Background: an optimization exercise with open tools, aiming at small area, a short achievable clock period and few clock cycles per item. Do not read the settings as production practice.
Only simulation tests tie the RTL to the original design; equivalence was not proved.
No activity file was given, so power comes from the tool's default toggle rates.

**flow/config.mk**
```make
export PLATFORM = sky130hd
export DESIGN_NAME = mesh_router
export DESIGN_NICKNAME = mesh_router
export VERILOG_FILES = /design/flow/design.v
export SDC_FILE = /design/flow/constraint.sdc
export NUM_CORES = 4
export LEC_CHECK = 0
export CAP_MARGIN = 20
export CORE_MARGIN = 2
export CORE_UTILIZATION = 50
export CTS_BUF_LIST = sky130_fd_sc_hd__clkbuf_8 sky130_fd_sc_hd__clkbuf_16
export CTS_CLUSTER_DIAMETER = 80
export CTS_CLUSTER_SIZE = 20
export SETUP_SLACK_MARGIN = 1.5
export SLEW_MARGIN = 20
```
**flow/constraint.sdc**
```tcl
create_clock -name core_clock -period 5.0 [get_ports {clk}]
set_input_delay 1.0000 -clock core_clock [delete_from_list [all_inputs] [get_ports {clk}]]
set_output_delay 1.0000 -clock core_clock [all_outputs]
set_load 0.01 [all_outputs]
```
**flow/design.v**
```verilog
`timescale 1ns/1ps
package router_pkg;
  localparam int NUM_PORTS = 5;
  typedef enum logic [2:0] {
    PORT_UP    = 3'd0,
    PORT_DOWN  = 3'd1,
    PORT_LEFT  = 3'd2,
    PORT_RIGHT = 3'd3,
    PORT_LOCAL = 3'd4
  } port_e;
  typedef logic [NUM_PORTS-1:0] port_mask_t;
  localparam int FLIT_W = 64;
  typedef logic [FLIT_W-1:0] flit_t;
  localparam int X_DIR_BIT = 62;
  localparam int Y_DIR_BIT = 61;
  localparam int HOP_W = 4;
  localparam int HOP_X_LSB = 52;
  localparam int HOP_Y_LSB = 48;
endpackage
`timescale 1ns/1ps
module flit_buffer (
  input  logic                   clk,
  input  router_pkg::port_mask_t sel,
  input  router_pkg::port_mask_t d,
  input  logic                   hold,
  output logic                   q
);
  logic lo_n;
  logic hi_n;
  flit_aoi u_lo (
    .a ({sel[2:0]}),
    .b ({d[2:0]}),
    .y (lo_n)
  );
  flit_aoi u_hi (
    .a ({hold, sel[4:3]}),
    .b ({q,    d[4:3]}),
    .y (hi_n)
  );
  always_ff @(posedge clk) begin
    q <= ~(lo_n & hi_n);
  end
endmodule
module flit_aoi (
  input  logic [2:0] a,
  input  logic [2:0] b,
  output logic       y
);
  assign y = ~|(a & b);
endmodule
`timescale 1ns/1ps
module input_port (
  input  logic                   in_valid,
  input  router_pkg::flit_t      in_flit,
  output router_pkg::port_mask_t nreq
);
  localparam int HX = router_pkg::HOP_X_LSB;
  localparam int HY = router_pkg::HOP_Y_LSB;
  logic x_lo_n, x_hi_n;    
  logic y_lo_n, y_hi_n;    
  logic x_left;            
  logic valid_n;
  logic x_dir_n;
  logic y_dir_n;
  logic y_down;            
  logic y_up;              
  logic y_hi_v;            
  rt_nor2  u_x_lo (.a (in_flit[HX+0]), .b (in_flit[HX+1]), .y (x_lo_n));
  rt_nor2  u_x_hi (.a (in_flit[HX+2]), .b (in_flit[HX+3]), .y (x_hi_n));
  rt_nor2  u_y_lo (.a (in_flit[HY+0]), .b (in_flit[HY+1]), .y (y_lo_n));
  rt_nor2  u_y_hi (.a (in_flit[HY+2]), .b (in_flit[HY+3]), .y (y_hi_n));
  rt_inv   u_v    (.a (in_valid), .y (valid_n));
  rt_inv   u_xd   (.a (in_flit[router_pkg::X_DIR_BIT]), .y (x_dir_n));
  rt_inv   u_yd   (.a (in_flit[router_pkg::Y_DIR_BIT]), .y (y_dir_n));
  rt_nand2 u_x    (.a (x_lo_n), .b (x_hi_n), .y (x_left));
  rt_a21oi u_dn   (.a1 (y_lo_n), .a2 (y_hi_n), .b1 (y_dir_n), .y (y_down));
  rt_a21oi u_upd  (.a1 (y_lo_n), .a2 (y_hi_n), .b1 (in_flit[router_pkg::Y_DIR_BIT]), .y (y_up));
  rt_nor3  u_yhv  (.a (valid_n), .b (in_flit[HY+2]), .c (in_flit[HY+3]), .y (y_hi_v));
  rt_nand3 u_left  (.a (in_valid), .b (x_left), .c (in_flit[router_pkg::X_DIR_BIT]),
                    .y (nreq[router_pkg::PORT_LEFT]));
  rt_nand3 u_right (.a (in_valid), .b (x_left), .c (x_dir_n),
                    .y (nreq[router_pkg::PORT_RIGHT]));
  rt_nand4 u_down  (.a (in_valid), .b (x_lo_n), .c (x_hi_n), .d (y_down),
                    .y (nreq[router_pkg::PORT_DOWN]));
  rt_nand4 u_up    (.a (in_valid), .b (x_lo_n), .c (x_hi_n), .d (y_up),
                    .y (nreq[router_pkg::PORT_UP]));
  rt_nand4 u_local (.a (x_lo_n), .b (x_hi_n), .c (y_lo_n), .d (y_hi_v),
                    .y (nreq[router_pkg::PORT_LOCAL]));
endmodule
module rt_inv (input logic a, output logic y);
  assign y = ~a;
endmodule
module rt_nand2 (input logic a, input logic b, output logic y);
  assign y = ~(a & b);
endmodule
module rt_nor2 (input logic a, input logic b, output logic y);
  assign y = ~(a | b);
endmodule
module rt_nand3 (input logic a, input logic b, input logic c, output logic y);
  assign y = ~(a & b & c);
endmodule
module rt_nor3 (input logic a, input logic b, input logic c, output logic y);
  assign y = ~(a | b | c);
endmodule
module rt_nand4 (input logic a, input logic b, input logic c, input logic d, output logic y);
  assign y = ~(a & b & c & d);
endmodule
module rt_a21oi (input logic a1, input logic a2, input logic b1, output logic y);
  assign y = ~((a1 & a2) | b1);
endmodule
module rt_nor4 (input logic a, input logic b, input logic c, input logic d, output logic y);
  assign y = ~(a | b | c | d);
endmodule
module rt_o22ai (input logic a1, input logic a2, input logic b1, input logic b2, output logic y);
  assign y = ~((a1 | a2) & (b1 | b2));
endmodule
`timescale 1ns/1ps
module rr_arbiter #(
  parameter int NUM_REQ = 5
) (
  input  logic                       clk,
  input  logic                       reset,
  output logic [NUM_REQ*NUM_REQ-1:0] nbeats
);
  logic [NUM_REQ-1:0] ptr;
  always_comb begin
    for (int k = 0; k < NUM_REQ; k++) begin
      for (int i = 0; i < NUM_REQ; i++) begin
        nbeats[k*NUM_REQ+i] = 1'b1;
        for (int m = 0; m < NUM_REQ; m++) begin
          if (k != i && ((k - m + NUM_REQ) % NUM_REQ) < ((i - m + NUM_REQ) % NUM_REQ)) begin
            nbeats[k*NUM_REQ+i] = nbeats[k*NUM_REQ+i] & ~ptr[m];
          end
        end
      end
    end
  end
  always_ff @(posedge clk or posedge reset) begin
    if (reset) begin
      ptr <= NUM_REQ'(1);
    end else begin
      ptr <= {ptr[NUM_REQ-2:0], ptr[NUM_REQ-1]};
    end
  end
endmodule
`timescale 1ns/1ps
module output_port #(
  parameter int                NUM_REQ    = 5,
  parameter int                DEC_LSB    = -1,
  parameter router_pkg::flit_t CONST_MASK = '0,
  parameter router_pkg::flit_t CONST_VAL  = '0
) (
  input  logic                   clk,
  input  logic                   reset,
  input  router_pkg::port_mask_t nreq,      
  input  logic [NUM_REQ*NUM_REQ-1:0] nbeats,   
  input  logic [NUM_REQ*router_pkg::FLIT_W-1:0] flits,
  output router_pkg::port_mask_t grant,
  output logic                   out_valid,
  output router_pkg::flit_t      out_flit,
  input  logic                   out_ready
);
  localparam int W = router_pkg::FLIT_W;
  logic               full;
  logic               hold;
  router_pkg::flit_t  data_o;
  assign hold      = full & ~out_ready;
  assign out_valid = full;
  for (genvar i = 0; i < NUM_REQ; i++) begin : g_gnt
    localparam int K0 = (i + 1) % NUM_REQ;
    localparam int K1 = (i + 2) % NUM_REQ;
    localparam int K2 = (i + 3) % NUM_REQ;
    localparam int K3 = (i + 4) % NUM_REQ;
    logic blk_a;    
    logic blk_b;    
    rt_o22ai u_a (.a1 (nreq[K0]), .a2 (nbeats[K0*NUM_REQ+i]),
                  .b1 (nreq[K1]), .b2 (nbeats[K1*NUM_REQ+i]), .y (blk_a));
    rt_o22ai u_b (.a1 (nreq[K2]), .a2 (nbeats[K2*NUM_REQ+i]),
                  .b1 (nreq[K3]), .b2 (nbeats[K3*NUM_REQ+i]), .y (blk_b));
    rt_nor4  u_g (.a (nreq[i]), .b (blk_a), .c (blk_b), .d (hold), .y (grant[i]));
  end
  always_ff @(posedge clk or posedge reset) begin
    if (reset) begin
      full <= 1'b0;
    end else begin
      full <= hold | (|grant);
    end
  end
  for (genvar b = 0; b < W; b++) begin : g_bit
    if (CONST_MASK[b]) begin : g_const
      assign data_o[b] = CONST_VAL[b];
    end else begin : g_reg
      router_pkg::port_mask_t d;
      for (genvar i = 0; i < NUM_REQ; i++) begin : g_d
        assign d[i] = flits[i*W + b];
      end
      flit_buffer u_bit (
        .clk  (clk),
        .sel  (grant),
        .d    (d),
        .hold (hold),
        .q    (data_o[b])
      );
    end
  end
  always_comb begin
    out_flit = data_o;
    if (DEC_LSB >= 0) begin
      out_flit[DEC_LSB +: router_pkg::HOP_W] = data_o[DEC_LSB +: router_pkg::HOP_W] - 1'b1;
    end
  end
endmodule
`timescale 1ns/1ps
module mesh_router (
  input  logic                   clk,
  input  logic                   reset,
  input  router_pkg::port_mask_t in_valid,
  input  logic [router_pkg::NUM_PORTS*router_pkg::FLIT_W-1:0] in_flit,
  output router_pkg::port_mask_t in_ready,
  output router_pkg::port_mask_t out_valid,
  output logic [router_pkg::NUM_PORTS*router_pkg::FLIT_W-1:0] out_flit,
  input  router_pkg::port_mask_t out_ready
);
  localparam int NP = router_pkg::NUM_PORTS;
  localparam int W  = router_pkg::FLIT_W;
  localparam router_pkg::flit_t HX_MASK = router_pkg::flit_t'(4'hf) << router_pkg::HOP_X_LSB;
  localparam router_pkg::flit_t HY_MASK = router_pkg::flit_t'(4'hf) << router_pkg::HOP_Y_LSB;
  localparam router_pkg::flit_t XD_BIT  = router_pkg::flit_t'(1) << router_pkg::X_DIR_BIT;
  localparam router_pkg::flit_t YD_BIT  = router_pkg::flit_t'(1) << router_pkg::Y_DIR_BIT;
  router_pkg::port_mask_t nreq [NP];      
  router_pkg::port_mask_t out_nreq [NP];  
  router_pkg::port_mask_t grant [NP];     
  logic [NP*NP-1:0]       nbeats;
  logic [NP-1:0]          rdy_a;
  logic [NP-1:0]          rdy_b;
  rr_arbiter #(
    .NUM_REQ (NP)
  ) u_pri (
    .clk    (clk),
    .reset  (reset),
    .nbeats (nbeats)
  );
  for (genvar i = 0; i < NP; i++) begin : g_in
    input_port u_in (
      .in_valid (in_valid[i]),
      .in_flit  (in_flit[i*W +: W]),
      .nreq     (nreq[i])
    );
    rt_nor3  u_ra (.a (grant[0][i]), .b (grant[1][i]), .c (grant[2][i]), .y (rdy_a[i]));
    rt_nor2  u_rb (.a (grant[3][i]), .b (grant[4][i]), .y (rdy_b[i]));
    rt_nand2 u_rd (.a (rdy_a[i]), .b (rdy_b[i]), .y (in_ready[i]));
  end
  always_comb begin
    for (int i = 0; i < NP; i++) begin
      for (int j = 0; j < NP; j++) begin
        out_nreq[j][i] = nreq[i][j];
      end
    end
  end
  for (genvar j = 0; j < NP; j++) begin : g_out
    localparam bit IS_X = (j == router_pkg::PORT_LEFT || j == router_pkg::PORT_RIGHT);
    localparam bit IS_Y = (j == router_pkg::PORT_UP   || j == router_pkg::PORT_DOWN);
    localparam router_pkg::flit_t C_MASK = IS_X ? XD_BIT : IS_Y ? (YD_BIT | HX_MASK) : (HX_MASK | HY_MASK);
    localparam router_pkg::flit_t C_VAL  = (j == router_pkg::PORT_LEFT) ? XD_BIT :
                                           (j == router_pkg::PORT_DOWN) ? YD_BIT : '0;
    output_port #(
      .NUM_REQ    (NP),
      .DEC_LSB    (IS_X ? router_pkg::HOP_X_LSB : IS_Y ? router_pkg::HOP_Y_LSB : -1),
      .CONST_MASK (C_MASK),
      .CONST_VAL  (C_VAL)
    ) u_out (
      .clk       (clk),
      .reset     (reset),
      .nreq      (out_nreq[j]),
      .nbeats    (nbeats),
      .flits     (in_flit),
      .grant     (grant[j]),
      .out_valid (out_valid[j]),
      .out_flit  (out_flit[j*W +: W]),
      .out_ready (out_ready[j])
    );
  end
endmodule
```
**flow/flow/run.sh**
```bash
#!/bin/bash
# Layout flow: the standard synthesis script with two changes to the
# technology mapping only (registers are untouched):
#  - the output-register bit cells (flit_buffer, flit_aoi) and the single
#    gates of the request and grant netlist (rt_*) are kept as modules
#    through ABC and mapped on their own, then flattened as usual;
#  - the rest is mapped with ABC's classic load-aware "map" instead of "&nf".
# Then the standard layout, with plain buffers on the ports.
set -euo pipefail
W=$PWD
export SYNTH_KEEP_MODULES="flit_buffer flit_aoi rt_inv rt_nand2 rt_nor2 rt_nand3 rt_nor3 rt_nand4 rt_a21oi rt_nor4 rt_o22ai"
export DP_ABC_SCRIPT=$W/flow/abc_bit.script
export MY_ABC_SCRIPT=$W/flow/abc_map.script
export BUFFER_PORTS_ARGS="-buffer_cell sky130_fd_sc_hd__buf_1"
# standard.sh's own make call, for the synth target, with this flow's script
sed -e "s#SYNTH_SCRIPT=[^ ]*#SYNTH_SCRIPT=$W/flow/synth.tcl#" \
    -e 's#"${@:-finish}"#synth#' standard.sh > own_synth.sh
bash own_synth.sh > synth.log 2>&1
bash standard.sh finish > finish.log 2>&1
```
**flow/flow/abc_bit.script**
```
&get -n
&st
&nf -a
&put
```
**flow/flow/abc_map.script**
```
strash
dch
map -D 1000
topo
stime -c
dnsize -c -D 1000
```
**flow/flow/synth.tcl**
```tcl
# synth_recipe.tcl, with the abc call split: the kept bit-cell modules get
# their own mapping script (each maps to a single gate), the rest gets this flow's mapping script
proc abc {args} {
  set i [lsearch -exact $args -script]
  set a_bit $args
  set a_top $args
  lset a_bit [expr {$i + 1}] $::env(DP_ABC_SCRIPT)
  lset a_top [expr {$i + 1}] $::env(MY_ABC_SCRIPT)
  yosys abc {*}$a_bit {*}$::env(SYNTH_KEEP_MODULES)
  yosys abc {*}$a_top mesh_router
}
source [file join [file dirname [file dirname [file normalize [info script]]]] synth_recipe.tcl]
```
**flow/standard.sh**
```bash
#!/bin/bash
# synth_recipe.tcl (not shown) runs the flow's synth.tcl, then flattens the netlist and writes it again
# the make line also repeats each setting of config.mk as NAME=value (left out here)
make -C /OpenROAD-flow-scripts/flow DESIGN_CONFIG=/design/flow/config.mk WORK_HOME=/design/flow/orfs CLKGATE_MAP_FILE= SYNTH_SCRIPT=/design/flow/synth_recipe.tcl "${@:-finish}"
```
==> results.txt, run 1 <==
crit path launch type input pin; H-tree Lvls 1; met1 global-route usage 61.91%; CTS root buffer clkbuf_16; Cell Area, Synth 16580 µm²; Overflow after GRT 0; Synth Area in Simple Gates 10.74%; GR peak layer met2; critical path's slowest cell nor3_2; I/O Buffers 641; Layout Skew 0.02450 ns; headroom to the max-slew limit 19.60%; Die W 186.1 µm; largest area contributor in the netlist a222oi_1; Avg WL per Cell 35.86 µm; main area contributors after synthesis a222oi_1 36%, dfxtp_1 36%, buf_4 11%, nand2_1 7.1%, o22ai_1 1.9%; Reg clk slew, reported paths 0.09 ns; XOR/XNOR Fraction of Synth Area 0.4225%; DIE AREA 34640 µm²; FP Rows 66; post-route minimum period 3.530 ns; met2 usage 74.20%; internal power 0.003978 W; crit path cell chain buf_4 > clkinv_1 > a21oi_2 > nand4_1 > o22ai_1 > nor4_2 > nor3_2 > nand2_2 > buf_6; Worst Path Arrival 2.53 ns; pin count of the biggest net entering global routing 65; First-pass DRT Iterations 17; max frequency 283.3 MHz; combinational power share 24.4%; complex-gate fraction of the synthesized area 38.40%; HPWL Detailed 55620 µm; Min-Delay Path Class input pin to asynchronous set/reset pin; vias in the first global route 19950; CTS tree done; Ys Warns 12; Flop pwr share 47.1%; placed instance area 18390 µm²; max-slew violations 0; post-route cell area 19950 µm²; drt total wl 95970 µm; CTS buffer count 20; sw power 0.002149 W; CP max FO 5; layout cells sized above 1 11.98%; first-pass GRT wire length 134100 µm; pwr dens 307.1 nW/µm²; critical path's top delay family simple AND/OR/NAND/NOR gates; crit-path max cell delay 0.29 ns; mux contribution to synthesized area 0%; DR vias 21960; initial antenna violation count 9; Synth Register Bits 310; GP Congestion 0.9562; first-iteration detailed-routing DRC count 6987; Final TNS setup 0 ns; Stages on worst setup path 9; Syn-to-layout area delta 20.30%; largest family of logic cells by synthesized area compound AO/OA/AOI/OAI gates; drt via density 8.207; core area 32620 µm²; unrepaired setup endpoints after global routing true; register area share after synthesis 37.73%; Clock power frac 28.5%; final non-filler cell total 2676; final hold vios 0; Cells after Synth 1711; nets@finish 2551; GRT Total Usage 51.83%; TritonCTS Sinks 310; Adder-Cell Fraction of Synth Area 0.3018%; antenna-violating nets left 0; Syn Area/Cell 9.693 µm²; Setup CP Type input pin to primary output; Initial Util 50.84%; CP Capture Type primary output; WP data required 4.00 ns; # DRC 0; post-synth top area share 36.21%; Worst-Margin Slew 1.206 ns; later-pin clock latency in the skew report 0.55 ns; I/O pin count 662; Sw Ratio 35.07%; Chip Height 186.1 µm; dpl cells 2595; Post-CTS Hold Buffers 0; Pwr Total 0.006127 W; Max clock buf depth 3; number of buffers and inverters on the critical path 3; # Max-Cap Violations 0; Peak supply drop 256.2 µV; R2R depth 9; Netlist cell types 17; final setup fails 0; Leakage 7.538 nW; crit share post-route 70.60%; status no timing/DRC/antenna violations; GRT met3 Usage 19.12%
-- synthesized netlist by cell type --
master,instances
dfstp_2,1
nand2_1,315
nor3_1,30
conb_1,2
ha_1,4
dfrtp_1,9
a222oi_1,600
clkinv_1,40
dfxtp_1,300
buf_4,253
o22ai_1,50
nand4_1,15
nand3_1,10
nor2_1,38
nor4_1,26
xor2_1,8
a21oi_1,10
-- Yosys stat by module (local to each module, per instance), excerpt --
| module | cells inside | flops+latches | area, µm² |
|---|---|---|---|
| rt_nor3 | 1 | 0 | 5.005 |
| flit_buffer | 2 | 1 | 23.77 |
| rt_nand2 | 1 | 0 | 3.754 |
| flit_aoi | 1 | 0 | 10.01 |
| rt_nor2 | 1 | 0 | 3.754 |
| rt_nand3 | 1 | 0 | 5.005 |
| mesh_router | 341 | 10 | 2546 |
| rt_nand4 | 1 | 0 | 6.256 |
| rt_o22ai | 1 | 0 | 6.256 |
| rt_a21oi | 1 | 0 | 5.005 |
-- power groups by stage --
stage / logic, W / clock network [W] / registers [W]
after floorplan: 0.000993 / 0 / 0.00287
after global placement: 0.00137 / 0 / 0.00292
after CTS: 0.00140 / 0.00172 / 0.00287
final: 0.00149 / 0.00175 / 0.00289
after detailed placement: 0.00138 / 0 / 0.00293
after global routing: 0.00156 / 0.00181 / 0.00291
-- area by class of cell --
cell class | count | area [µm²]
antenna | 13 | 32.53
clock buffer | 22 | 550.5
clock inverter | 6 | 40.04
fill | 2990 | 12670
inverter | 40 | 161.4
multi-input combinational | 1126 | 9203
sequential | 310 | 6266
tap | 442 | 553.0
timing repair buffer | 717 | 3146
-- sequential cells by signal (all words and copies together), names as in the netlist --
name / cells
u_pri.ptr: 5
g_out.u_out.full: 5
g_out.u_out.g_bit.g_reg.u_bit.q: 300
-- logic make-up after synthesis --
group,after synthesis
buf+inv,293
xor+xnor,8
fa+ha+maj,4
simple gates,434
flops,310
compound gates,660
other cells,2
-- final timing paths --
check	from	to	slack (ns)
min in group core_clock	g_out[2].u_out.g_bit[60].g_reg.u_bit.q	g_out[2].u_out.g_bit[60].g_reg.u_bit.q	0.50
worst max-delay path	in_flit[253]	in_ready[2]	1.47
worst min-delay path	reset	g_out[3].u_out.full	0.36
max in group asynchronous	reset	u_pri.ptr[0]	4.36
worst max register to register	u_pri.ptr[1]	g_out[2].u_out.g_bit[53].g_reg.u_bit.q	1.88
worst min register to register	g_out[2].u_out.g_bit[60].g_reg.u_bit.q	g_out[2].u_out.g_bit[60].g_reg.u_bit.q	0.50
-- per-stage QoR --
step	utilization (%)	setup slack (ns)	hold WS, ns
final	61.17	1.470	0.3641
after global routing	61.12	1.414	0.4005
after CTS	59.18	1.483	0.3626
after detailed placement	56.39	1.055	0.4438
after global placement	56.39	1.015	0.4092
after floorplan	-	-2.345	0.4025
-- routing by layer --
layer	vias to the layer above	part of all wire (%)
met5	-	0.015
met4	2	11
met3	649	18
met2	2593	40
met1	10180	31
li1	8543	-
-- timing repair --
action | CTS | global route
endpoints found under the hold margin | 0 | 0
pin swaps | 17 | 49
endpoints found under the setup margin | 5 | 5
buffers inserted | 20 | 20
gates resized for setup | 62 | 108
-- layout by cell type (no fill, tap or decap), types with 2 or more instances in the layout --
cell type,synthesis,layout
nand3_2,0,7
nor4_4,0,11
o22ai_2,0,15
clkinvlp_4,0,2
o22ai_1,50,30
nand2_2,0,6
nand3_4,0,3
clkinv_1,40,37
nor2_4,0,28
diode_2,0,13
nor2_1,38,6
inv_1,0,2
a21oi_2,0,4
ha_1,4,4
a21oi_1,10,6
clkbuf_2,0,14
xor2_1,8,8
a222oi_1,600,600
nand2_1,315,309
dfxtp_1,300,300
nand4_1,15,15
buf_4,253,72
conb_1,2,20
nor3_2,0,9
buf_1,0,598
nor3_4,0,6
nor3_1,30,15
nor2_2,0,4
clkbuf_4,0,9
o22ai_4,0,5
buf_2,0,9
buf_6,0,14
dfrtp_1,9,5
clkbuf_16,0,22
dfrtp_2,0,4
nor4_2,0,15
Testbench counts, summed over its fixed seeds: cycles 2,947, flits 8,000.
==> inputs of run 2 (changes only) <==
--- a/flow/design.v
+++ b/flow/design.v
@@ -54,3 +54,4 @@
   input  router_pkg::flit_t      in_flit,
-  output router_pkg::port_mask_t nreq
+  output router_pkg::port_mask_t nreq,       
+  output router_pkg::port_mask_t nroute      
 );
@@ -78,2 +79,7 @@
   rt_nor3  u_yhv  (.a (valid_n), .b (in_flit[HY+2]), .c (in_flit[HY+3]), .y (y_hi_v));
+  rt_nand2 u_rleft  (.a (x_left), .b (in_flit[router_pkg::X_DIR_BIT]), .y (nroute[router_pkg::PORT_LEFT]));
+  rt_nand2 u_rright (.a (x_left), .b (x_dir_n), .y (nroute[router_pkg::PORT_RIGHT]));
+  rt_nand3 u_rdown  (.a (x_lo_n), .b (x_hi_n), .c (y_down), .y (nroute[router_pkg::PORT_DOWN]));
+  rt_nand3 u_rup    (.a (x_lo_n), .b (x_hi_n), .c (y_up), .y (nroute[router_pkg::PORT_UP]));
+  rt_nand4 u_rlocal (.a (x_lo_n), .b (x_hi_n), .c (y_lo_n), .d (y_hi_n), .y (nroute[router_pkg::PORT_LOCAL]));
   rt_nand3 u_left  (.a (in_valid), .b (x_left), .c (in_flit[router_pkg::X_DIR_BIT]),
@@ -155,2 +161,3 @@
   input  router_pkg::port_mask_t nreq,      
+  input  router_pkg::port_mask_t nroute,    
   input  logic [NUM_REQ*NUM_REQ-1:0] nbeats,   
@@ -175,6 +182,6 @@
     logic blk_b;    
-    rt_o22ai u_a (.a1 (nreq[K0]), .a2 (nbeats[K0*NUM_REQ+i]),
-                  .b1 (nreq[K1]), .b2 (nbeats[K1*NUM_REQ+i]), .y (blk_a));
-    rt_o22ai u_b (.a1 (nreq[K2]), .a2 (nbeats[K2*NUM_REQ+i]),
-                  .b1 (nreq[K3]), .b2 (nbeats[K3*NUM_REQ+i]), .y (blk_b));
+    rt_o22ai u_a (.a1 (nroute[K0]), .a2 (nbeats[K0*NUM_REQ+i]),
+                  .b1 (nroute[K1]), .b2 (nbeats[K1*NUM_REQ+i]), .y (blk_a));
+    rt_o22ai u_b (.a1 (nroute[K2]), .a2 (nbeats[K2*NUM_REQ+i]),
+                  .b1 (nroute[K3]), .b2 (nbeats[K3*NUM_REQ+i]), .y (blk_b));
     rt_nor4  u_g (.a (nreq[i]), .b (blk_a), .c (blk_b), .d (hold), .y (grant[i]));
@@ -230,3 +237,6 @@
   router_pkg::port_mask_t nreq [NP];      
+  router_pkg::port_mask_t nroute [NP];    
   router_pkg::port_mask_t out_nreq [NP];  
+  router_pkg::port_mask_t out_nroute [NP];
+  logic [NP*NP-1:0]       nbeats_v;       
   router_pkg::port_mask_t grant [NP];     
@@ -246,3 +256,4 @@
       .in_flit  (in_flit[i*W +: W]),
-      .nreq     (nreq[i])
+      .nreq     (nreq[i]),
+      .nroute   (nroute[i])
     );
@@ -255,3 +266,13 @@
       for (int j = 0; j < NP; j++) begin
-        out_nreq[j][i] = nreq[i][j];
+        out_nreq[j][i]   = nreq[i][j];
+        out_nroute[j][i] = nroute[i][j];
+      end
+    end
+  end
+  for (genvar k = 0; k < NP; k++) begin : g_bv
+    for (genvar i = 0; i < NP; i++) begin : g_i
+      if (k == i) begin : g_same
+        assign nbeats_v[k*NP+i] = 1'b1;
+      end else begin : g_other
+        rt_nand2 u_bv (.a (~nbeats[k*NP+i]), .b (in_valid[k]), .y (nbeats_v[k*NP+i]));
       end
@@ -274,3 +295,4 @@
       .nreq      (out_nreq[j]),
-      .nbeats    (nbeats),
+      .nroute    (out_nroute[j]),
+      .nbeats    (nbeats_v),
       .flits     (in_flit),
==> run 2 against run 1 <==
  * Fmax fell by 0.53%
  * Still clean
  * Sequential power is essentially flat
  * Clock power about the same
  * Highest routed layer is now met4
  * Clock skew is 0.0086 ns lower
  * Register-to-register slack better by 0.18 ns
==> results.txt, run 2 <==
Worst Path Arrival 2.55 ns; Ys Warns 15; RR Startpoint u_pri.ptr[3]; First-pass DRT Iterations 15; CTS tree done; synth cell count leaders 600 x a222oi_1, 353 x nand2_1, 300 x dfxtp_1; nets@finish 2583; status no timing/DRC/antenna violations; max-slew violations 0; Core Util, Final 60.13%; largest area contributor in the netlist a222oi_1; drt total wl 94590 µm; Flop pwr share 46.7%; Netlist cell types 17; Fillers 3077; CP Capture Type primary output; placed instance area 18600 µm²; Pwr Total 0.006150 W; CTS buffer count 20; setup slack, reg-to-reg 2.06 ns; final setup fails 0; post-route cell area 20010 µm²; combinational power share 24.5%; headroom to the max-slew limit 18.79%; Leakage 7.603 nW; commonest non-fill, non-tap cell in the layout a222oi_1; antenna-violating nets left 0; Peak supply drop 263.0 µV; final hold vios 0; first-iteration detailed-routing DRC count 7273; first-pass GRT wire length 133900 µm; pwr dens 307.3 nW/µm²; drt via density 8.156; initial antenna violation count 7; GRT Total Usage 49.69%; Min-Delay Path Class input pin to asynchronous set/reset pin; Syn Area/Cell 9.548 µm²; Syn-to-layout area delta 19.28%; largest registers g_out.u_out.g_bit.g_reg.u_bit.q (300), g_out.u_out.full (5), u_pri.ptr (5); CP max FO 5; H-tree Lvls 1; Post-CTS Hold Buffers 0; DR vias 22080; Avg WL per Cell 34.94 µm; # DRC 0; Chip Height 187.2 µm; Cell Area, Synth 16780 µm²; unrepaired setup endpoints after global routing true; CP startpoint in_flit[181]; Setup CP Type input pin to primary output; # Max-Cap Violations 0; post-route minimum period 3.548 ns; EDFF count, synth 0; pin count of the biggest net entering global routing 65; WP data required 4.00 ns; CTS root buffer clkbuf_16; Max clock buf depth 3; main area contributors after synthesis a222oi_1 36%, dfxtp_1 36%, buf_4 11%, nand2_1 7.9%, o22ai_1 1.9%; post-synth top area share 35.80%; Reg clk slew, reported paths 0.09 ns; max FFs per register 300; I/O pin count 662; TritonCTS Sinks 310; DIE AREA 35030 µm²; Layout Skew 0.01590 ns; crit share post-route 70.97%; Clock power frac 28.7%; Overflow after GRT 0; Final WS setup 1.452 ns; Sw Ratio 34.83%; max frequency 281.8 MHz; core area 33280 µm²; Initial Util 50.41%; GP Congestion 0.9717; Final TNS setup 0 ns; FP Rows 67; Biggest register g_out.u_out.g_bit.g_reg.u_bit.q; internal power 0.004008 W; Die W 187.2 µm; Synth Register Bits 310; most common cell in the netlist a222oi_1; layout cells sized above 1 11.86%; register area share after synthesis 37.30%; crit path launch type input pin; Worst-Margin Slew 1.218 ns; Post-Place Setup Slack 1.250 ns; Cells after Synth 1757; sw power 0.002142 W; vias in the first global route 19780; I/O Buffers 641; later-pin clock latency in the skew report 0.54 ns; HPWL Detailed 54420 µm; Main synth FF type dfxtp_1; Async SR Flop Fraction 3.226%; most frequent cells in the layout 600 x a222oi_1, 591 x buf_1, 328 x nand2_1
==> run 2: cell types whose count changed in the layout (fill, tap and decap cells not counted), moves of 7 or more <==
cell and change:
buf_1 -7, nand2_4 +10, buf_4 -15, buf_2 +23, nand2_1 +19, nand3_1 +13, clkbuf_4 -9, nand2_2 +8
==> run 2: worst max-delay path: stages <==
cell and delay (ns):
buf_1 0.13, nor2_4 0.24, buf_4 0.16, nand3_2 0.16
o22ai_1 0.23, nor4_2 0.07, nor3_2 0.27, nand2_2 0.13
buf_6 0.15
==> run 2: kinds of logic (layout without fill, tap and decap cells) <==
family	after synthesis	after routing	synth area share, %
buffers and inverters	294	771	12.24
and+or+nand+nor	479	479	11.74
DFF	310	310	37.30
adders and majority gates	4	4	0.2983
AOI/OAI and AO/OA	660	660	37.96
other	2	27	0.04477
xor gates and xnor gates	8	8	0.4177
==> run 2: per-layer routing <==
| metal | GRT usage [%] | vias up | routed length, µm |
|---|---|---|---|
| li1 | - | 8652 | - |
| met1 | 62.21 | 10230 | 30010 |
| met2 | 73.63 | 2597 | 39280 |
| met3 | 15.55 | 595 | 16930 |
| met4 | 32.78 | 0 | 8374 |
| met5 | 0 | - | 0 |
==> run 2: modules after synthesis (local to each module, per instance), a selection <==
module / flip-flops and latches / times used
mesh_router: 10 / 1
flit_buffer: 1 / 300
flit_aoi: 0 / 600
rt_o22ai: 0 / 50
rt_nor4: 0 / 25
rt_nand4: 0 / 20
rt_nand3: 0 / 20
rt_nor2: 0 / 25
==> run 2: path summary, 6_finish.rpt <==
path | to | cells past startpoint
setup / recovery | in_ready[4] | 9
hold / removal | g_out[2].u_out.full | 2
setup reg to reg | g_out[2].u_out.g_bit[52].g_reg.u_bit.q | 8
hold reg to reg | u_pri.ptr[1] | 0
max in group asynchronous | u_pri.ptr[0] | 2
min in group core_clock | u_pri.ptr[1] | 0
==> run 2: power groups by stage <==
stage	clock network [W]	registers, W	logic, W
2_1_floorplan	0	0.00287	0.00101
5_1_grt	0.00184	0.00289	0.00156
6_report	0.00177	0.00287	0.00151
3_5_place_dp	0	0.00292	0.00139
4_1_cts	0.00176	0.00286	0.00141
3_3_place_gp	0	0.00291	0.00137
==> run 2: through the flow <==
| step | hold slack (ns) | std cells |
|---|---|---|
| final | 0.3848 | 2707 |
| after global routing | 0.4003 | 2707 |
| after CTS | 0.3918 | 2684 |
| after detailed placement | 0.4182 | 2644 |
| after global placement | 0.4173 | 2644 |
| after floorplan | 0.3961 | 1775 |
==> run 2: area by class of cell <==
class	instances	area [µm²]	share of cell area, %
Multi-Input combinational cell	1171	9443	47.19
Sequential cell	310	6257	31.27
Timing Repair Buffer	703	2984	14.91
Tap cell	448	560.5	2.801
Clock buffer	21	525.5	2.626
Inverter	41	153.9	0.7691
Clock inverter	6	68.82	0.3439
Antenna cell	7	17.52	0.08754
==> run 2: timing repair <==
action,in CTS,in global routing
endpoints found under the setup margin,5,5
buffers inserted,13,16
gates resized for setup,42,111
pin swaps,15,50
gates cloned,0,0
Testbench counts of run 2, summed over its fixed seeds: cycles 2,947, flits 8,000.
==> inputs of run 3 (changes only) <==
--- a/flow/design.v
+++ b/flow/design.v
@@ -245,2 +245,3 @@
   logic [NP-1:0]          rdy_b;
+  logic [NP-1:0]          rdy_c;
   rr_arbiter #(
@@ -259,5 +260,6 @@
     );
-    rt_nor3  u_ra (.a (grant[0][i]), .b (grant[1][i]), .c (grant[2][i]), .y (rdy_a[i]));
-    rt_nor2  u_rb (.a (grant[3][i]), .b (grant[4][i]), .y (rdy_b[i]));
-    rt_nand2 u_rd (.a (rdy_a[i]), .b (rdy_b[i]), .y (in_ready[i]));
+    rt_nor2  u_ra (.a (grant[0][i]), .b (grant[1][i]), .y (rdy_a[i]));
+    rt_nor2  u_rb (.a (grant[2][i]), .b (grant[3][i]), .y (rdy_b[i]));
+    rt_inv   u_rc (.a (grant[4][i]), .y (rdy_c[i]));
+    rt_nand3 u_rd (.a (rdy_a[i]), .b (rdy_b[i]), .c (rdy_c[i]), .y (in_ready[i]));
   end
==> run 3 against run 2 <==
  * Still clean
  * Routed wire length rose by 1.1%
  * Critical path depth up 2
  * Register-to-register slack worse by 0.15 ns
  * Clock skew increased by 0.015 ns
  * Critical path type unchanged
==> results.txt, run 3 <==
Initial Util 50.46%; initial antenna violation count 7; TritonCTS Sinks 310; Peak supply drop 205.9 µV; Final WS setup 1.504 ns; first-iteration detailed-routing DRC count 7490; max-slew violations 0; CP Capture Type primary output; # DRC 0; pwr dens 306.6 nW/µm²; HPWL Detailed 55790 µm; Cells after Synth 1762; Syn Area/Cell 9.532 µm²; headroom to the max-slew limit 19.40%; unrepaired setup endpoints after global routing true; Post-Place Setup Slack 1.160 ns; Ys Warns 15; # Max-Cap Violations 0; Pwr Total 0.006151 W; Chip Height 187.3 µm; antenna-violating nets left 0; Main synth FF type dfxtp_1; commonest non-fill, non-tap cell in the layout a222oi_1; Setup CP Type input pin to primary output; post-route minimum period 3.496 ns; layout cells sized above 1 12.29%; largest area contributor in the netlist a222oi_1; CTS root buffer clkbuf_16; Worst-Margin Slew 1.209 ns; WP data required 4.00 ns; later-pin clock latency in the skew report 0.55 ns; most common cell in the netlist a222oi_1; Netlist cell types 17; Min-Delay Path Class input pin to asynchronous set/reset pin; GRT Total Usage 50.38%; synth cell count leaders 600 x a222oi_1, 348 x nand2_1, 300 x dfxtp_1; Syn-to-layout area delta 19.47%; Max clock buf depth 3; Avg WL per Cell 35.10 µm; DR vias 22320; register area share after synthesis 37.26%; final setup fails 0; Layout Skew 0.03106 ns; H-tree Lvls 1; Final TNS setup 0 ns; GP Congestion 0.9993; Biggest register g_out.u_out.g_bit.g_reg.u_bit.q; Post-CTS Hold Buffers 0; FP Rows 67; status no timing/DRC/antenna violations; Async SR Flop Fraction 3.226%; crit share post-route 69.93%; Hold Slack 0.3747 ns; nets@finish 2600; EDFF count, synth 0; max frequency 286.0 MHz; First-pass DRT Iterations 20; max FFs per register 300; Overflow after GRT 0; crit path launch type input pin; Cell Area, Synth 16790 µm²; final hold vios 0; dpl cells 2648; core area 33280 µm²; CTS buffer count 21; post-synth top area share 35.76%; vias in the first global route 20480; first-pass GRT wire length 135700 µm; drt total wl 95640 µm; I/O pin count 662; final non-filler cell total 2725; I/O Buffers 641; Reg clk slew, reported paths 0.09 ns; most frequent cells in the layout 600 x a222oi_1, 586 x buf_1, 326 x nand2_1; Worst Path Arrival 2.50 ns; pin count of the biggest net entering global routing 65; CTS tree done; Synth Register Bits 310; DIE AREA 35070 µm²; drt via density 8.190; Leakage 7.702 nW; CP max FO 4; main area contributors after synthesis a222oi_1 36%, dfxtp_1 36%, buf_4 11%, nand2_1 7.8%, o22ai_1 1.9%; largest registers g_out.u_out.g_bit.g_reg.u_bit.q (300), g_out.u_out.full (5), u_pri.ptr (5); Die W 187.3 µm
-- run 3: routing by layer --
metal	vias to the layer above	share of wire (%)	track usage, %
met5	-	0	0
met1	10180	31	62.41
met3	681	18	16.30
met4	0	9.4	35.10
li1	8690	-	-
met2	2768	41	74.15
-- run 3: kinds of logic after synthesis --
family	Yosys count	synth area share [%]
AOI/OAI and AO/OA	660	37.92
xor gates and xnor gates	8	0.4172
adders and majority gates	4	0.2980
buffers and inverters	299	12.34
DFF	310	37.26
other	2	0.04472
and+or+nand+nor	479	11.73
-- run 3: modules after synthesis (local to each module, per instance), excerpt --
| module | cells | flops+latches | copies in the design | area, µm² |
|---|---|---|---|---|
| rt_a21oi | 1 | 0 | 10 | 5.005 |
| rt_nor3 | 1 | 0 | 5 | 5.005 |
| rt_nor4 | 1 | 0 | 25 | 6.256 |
| rt_nand3 | 1 | 0 | 25 | 5.005 |
| rt_inv | 1 | 0 | 20 | 3.754 |
| flit_buffer | 2 | 1 | 300 | 23.77 |
| rt_o22ai | 1 | 0 | 50 | 6.256 |
| mesh_router | 342 | 10 | 1 | 2544 |
| rt_nor2 | 1 | 0 | 30 | 3.754 |
-- run 3: path summary, 6_finish.rpt --
| kind | startpoint | to | slack [ns] | depth (start not counted) |
|---|---|---|---|---|
| worst max-delay path | in_flit[52] | in_ready[2] | 1.50 | 11 |
| worst min-delay path | reset | g_out[3].u_out.full | 0.37 | 2 |
| worst max register to register | u_pri.ptr[1] | g_out[2].u_out.g_bit[55].g_reg.u_bit.q | 1.91 | 9 |
| worst min register to register | u_pri.ptr[4] | u_pri.ptr[0] | 0.43 | 0 |
| max in group asynchronous | reset | u_pri.ptr[0] | 4.33 | 2 |
| min in group core_clock | u_pri.ptr[4] | u_pri.ptr[0] | 0.43 | 0 |
-- run 3: critical path: stages --
cell	delay, ns
clkbuf_2	0.13
nor2_4	0.21
buf_6	0.14
nand4_1	0.14
buf_4	0.21
o22ai_2	0.19
nor4_4	0.07
buf_4	0.16
inv_2	0.05
nand3_2	0.06
buf_6	0.13
-- run 3: layout make-up --
class                           count  area, µm²
Inverter                           46      172.7
Timing Repair Buffer              714       3080
Sequential cell                   310       6257
Clock inverter                      8      66.31
Multi-Input combinational cell   1171       9384
Antenna cell                        7      17.52
Tap cell                          448      560.5
Fill cell                        3039      13220
Clock buffer                       21      525.5
-- run 3: repair_timing --
| item | CTS | global route |
|---|---|---|
| pin swaps | 13 | 42 |
| resized for setup | 45 | 102 |
| setup buffers | 5 | 36 |
| hold endpoints to repair | 0 | 0 |
| endpoints found under the setup margin | 5 | 5 |
-- run 3: where the power goes --
part           internal (W)  switching (W)  total (W)
Sequential          0.00272       0.000176    0.00289
Combinational      0.000473        0.00102    0.00149
Clock              0.000782       0.000983    0.00176
Total               0.00397        0.00218    0.00615
-- run 3: stage by stage --
step | utilization [%] | cell area [µm²]
after global placement | 55.92 | 18610
after floorplan | - | 17120
final | 60.29 | 20060
after global routing | 60.28 | 20060
after CTS | 58.13 | 19350
after detailed placement | 55.92 | 18610
Testbench counts of run 3, summed over its fixed seeds: cycles 2,947, flits 8,000.
==> inputs of run 4 (changes only) <==
--- a/flow/design.v
+++ b/flow/design.v
@@ -165,2 +165,3 @@
   output router_pkg::port_mask_t grant,
+  output router_pkg::port_mask_t take,      
   output logic                   out_valid,
@@ -187,2 +188,3 @@
     rt_nor4  u_g (.a (nreq[i]), .b (blk_a), .c (blk_b), .d (hold), .y (grant[i]));
+    rt_nor4  u_t (.a (nreq[i]), .b (blk_a), .c (blk_b), .d (hold), .y (take[i]));
   end
@@ -242,2 +244,3 @@
   router_pkg::port_mask_t grant [NP];     
+  router_pkg::port_mask_t take [NP];      
   logic [NP*NP-1:0]       nbeats;
@@ -260,5 +263,5 @@
     );
-    rt_nor2  u_ra (.a (grant[0][i]), .b (grant[1][i]), .y (rdy_a[i]));
-    rt_nor2  u_rb (.a (grant[2][i]), .b (grant[3][i]), .y (rdy_b[i]));
-    rt_inv   u_rc (.a (grant[4][i]), .y (rdy_c[i]));
+    rt_nor2  u_ra (.a (take[0][i]), .b (take[1][i]), .y (rdy_a[i]));
+    rt_nor2  u_rb (.a (take[2][i]), .b (take[3][i]), .y (rdy_b[i]));
+    rt_inv   u_rc (.a (take[4][i]), .y (rdy_c[i]));
     rt_nand3 u_rd (.a (rdy_a[i]), .b (rdy_b[i]), .c (rdy_c[i]), .y (in_ready[i]));
@@ -301,2 +304,3 @@
       .grant     (grant[j]),
+      .take      (take[j]),
       .out_valid (out_valid[j]),
==> run 4 against run 3 <==
  * Utilization increased by 2.3 points
  * Largest cell class unchanged
  * Highest routed layer is now met5
  * Total power increased by 1.9%
  * Largest power group unchanged
  * Count of clock-buffer cells in the layout increased by 1
==> results.txt, run 4 <==
Synth Register Bits 310; GRT Total Usage 50.50%; CTS tree done; Post-CTS Hold Buffers 0; Avg WL per Cell 35.17 µm; crit path launch type input pin; placed instance area 18950 µm²; most frequent cells in the layout 600 x a222oi_1, 586 x buf_1, 318 x nand2_1; # DRC 0; EDFF count, synth 0; nets@finish 2641; First-pass DRT Iterations 17; crit share post-route 71.28%; DR vias 22610; Syn Area/Cell 9.486 µm²; FP Rows 67; CTS root buffer clkbuf_16; Async SR Flop Fraction 3.226%; drt via density 8.179; H-tree Lvls 1; I/O pin count 662; Worst-Margin Slew 1.181 ns; final setup fails 0; post-synth top area share 35.43%; Layout Skew 0.02666 ns; Ys Warns 16; max frequency 280.6 MHz; main area contributors after synthesis a222oi_1 35%, dfxtp_1 35%, buf_4 11%, nand2_1 7.7%, nor4_1 1.8%; most common cell in the netlist a222oi_1; first-iteration detailed-routing DRC count 7301; status no timing/DRC/antenna violations; initial antenna violation count 3; commonest non-fill, non-tap cell in the layout a222oi_1; post-route minimum period 3.564 ns; I/O Buffers 641; Peak supply drop 241.4 µV; headroom to the max-slew limit 21.29%; largest area contributor in the netlist a222oi_1; number of buffers and inverters on the critical path 3; Biggest register g_out.u_out.g_bit.g_reg.u_bit.q; CP max FO 6; Stages on worst setup path 9; # Max-Cap Violations 0; largest registers g_out.u_out.g_bit.g_reg.u_bit.q (300), g_out.u_out.full (5), u_pri.ptr (5); core area 33450 µm²; Netlist cell types 17; Leakage 7.890 nW; max FFs per register 300; final hold vios 0; WP data required 4.00 ns; drt total wl 97240 µm; Die W 188.1 µm; layout cells sized above 1 14.71%; Core Util, Final 62.60%; Syn-to-layout area delta 23.53%; register area share after synthesis 36.91%; vias in the first global route 20510; GP Congestion 1.016; Initial Util 50.68%; pin count of the biggest net entering global routing 65; max-slew violations 0; Min-Delay Path Class input pin to asynchronous set/reset pin; critical path's top delay family simple AND/OR/NAND/NOR gates; synth cell count leaders 600 x a222oi_1, 348 x nand2_1, 300 x dfxtp_1; pwr dens 299.5 nW/µm²; post-route cell area 20940 µm²; Overflow after GRT 0; Cell Area, Synth 16950 µm²; CP Capture Type primary output; crit-path max cell delay 0.37 ns; CTS buffer count 20; first-pass GRT wire length 136700 µm; HPWL Detailed 61150 µm; Cells after Synth 1787; critical path's slowest cell nor4_1; DIE AREA 35390 µm²; crit path cell chain clkbuf_4 > nor2_4 > a21oi_4 > buf_4 > nand4_1 > nor4_1 > nor2_1 > nand3_2 > buf_6; Worst Path Arrival 2.56 ns; Final TNS setup 0 ns; Reg clk slew, reported paths 0.10 ns; Max clock buf depth 3; unrepaired setup endpoints after global routing true; TritonCTS Sinks 310; R2R depth 8; later-pin clock latency in the skew report 0.55 ns; Setup CP Type input pin to primary output; antenna-violating nets left 0; Chip Height 188.1 µm; Main synth FF type dfxtp_1
run 4: cell count changes after synthesis, sizes merged:
cell / change
nor4: +25
run 4: area by class of cell:
type,instances,area (µm²)
Antenna cell,6,15.01
Clock buffer,22,539.3
Clock inverter,6,93.84
Fill cell,3059,12510
Inverter,46,173.9
Multi-Input combinational cell,1196,9935
Sequential cell,310,6257
Tap cell,448,560.5
Timing Repair Buffer,731,3366
run 4: Yosys stat by module, one instance, submodules excluded:
module,copies in the design,cells inside,area [µm²],flops+latches
rt_nand3,25,1,5.005,0
rt_nand2,35,1,3.754,0
rt_nor4,50,1,6.256,0
rt_nand4,20,1,6.256,0
rt_inv,20,1,3.754,0
flit_aoi,600,1,10.01,0
rt_nor2,30,1,3.754,0
rt_nor3,5,1,5.005,0
rt_o22ai,50,1,6.256,0
mesh_router,1,342,2544,10
flit_buffer,300,2,23.77,1
rt_a21oi,10,1,5.005,0
run 4: timing repair:
action / CTS / global route
buffers inserted: 19 / 16
endpoints found under the setup margin: 5 / 5
pin swaps: 23 / 38
resized for setup: 123 / 110
run 4: worst paths after layout:
check / startpoint / end / slack (ns)
min in group core_clock: u_pri.ptr[0] / u_pri.ptr[1] / 0.44
max in group asynchronous: reset / u_pri.ptr[0] / 4.34
worst max register to register: u_pri.ptr[3] / g_out[1].u_out.g_bit[14].g_reg.u_bit.q / 1.77
worst min register to register: u_pri.ptr[0] / u_pri.ptr[1] / 0.44
worst max-delay path: in_flit[306] / in_ready[4] / 1.44
worst min-delay path: reset / g_out[3].u_out.full / 0.35
run 4: layer usage:
| metal | GRT usage [%] | vias to the layer above | share of wire [%] |
|---|---|---|---|
| met2 | 75.75 | 2681 | 42 |
| met3 | 14.47 | 622 | 18 |
| met5 | 0 | - | 0.012 |
| li1 | - | 8863 | - |
| met4 | 33.59 | 2 | 9.0 |
| met1 | 63.03 | 10450 | 31 |
run 4: logic make-up after synthesis:
logic type | share of synthesized area [%]
AOI/OAI and AO/OA | 37.57
and+or+nand+nor | 12.54
DFF | 36.91
buffers and inverters | 12.22
xor gates and xnor gates | 0.4134
adders and majority gates | 0.2953
other | 0.04430
run 4: metrics by stage:
stage,power (W),worst slack [ns],instances,hold WS (ns)
floorplan,0.003878,-1.711,1805,0.3961
global placement,0.004312,0.7378,2695,0.4326
detailed placement,0.004332,0.8503,2695,0.4224
CTS,0.006128,1.480,2742,0.3678
global route,0.006392,1.368,2760,0.3810
finish,0.006271,1.436,2765,0.3526
run 4: where the power goes:
part	switching (W)	leakage, nW	internal [W]	total (W)
logic	0.00106	4.98	0.000495	0.00156
clock network	0.000957	0.315	0.000883	0.00184
registers	0.000157	2.60	0.00272	0.00287
total	0.00218	7.89	0.00409	0.00627
Testbench counts of run 4, summed over its fixed seeds: cycles 2,947, flits 8,000.

==> port drivers added, routing unchanged <==
In the flow no input, the clock included, has a driving cell. The finished layouts below were timed again as built, in two steps.
Step 1, drivers: a clkbuf_16 drives clk and a buf_2 each remaining input, both assumed.
Step 2 times the ports against the registers' clock, not the clock port: input delays grow and output delays shrink by t, the midpoint of the rising clock arrivals with the driver on.
Three values: ideal ports, drivers, drivers and shift; two values: the first two.
run	t (ns)	slack for setup (ns)	hold WS [ns]	worst setup path after step 2
run 1	0.597	1.470 / 1.421 / 1.320	0.364 / 0.358 / 0.496	input to register
run 2	0.590	1.451 / 1.424 / 1.424	0.385 / 0.360 / 0.434	input to output
run 3	0.597	1.504 / 1.475 / 1.265	0.375 / 0.338 / 0.427	input to register
run 4	0.597	1.436 / 1.401 / 1.014	0.353 / 0.318 / 0.438	input to register
After both steps every run listed still meets setup and hold. The setup slack of run 4, which loses most, moves by -0.035 ns with the drivers and by -0.422 ns with both steps.
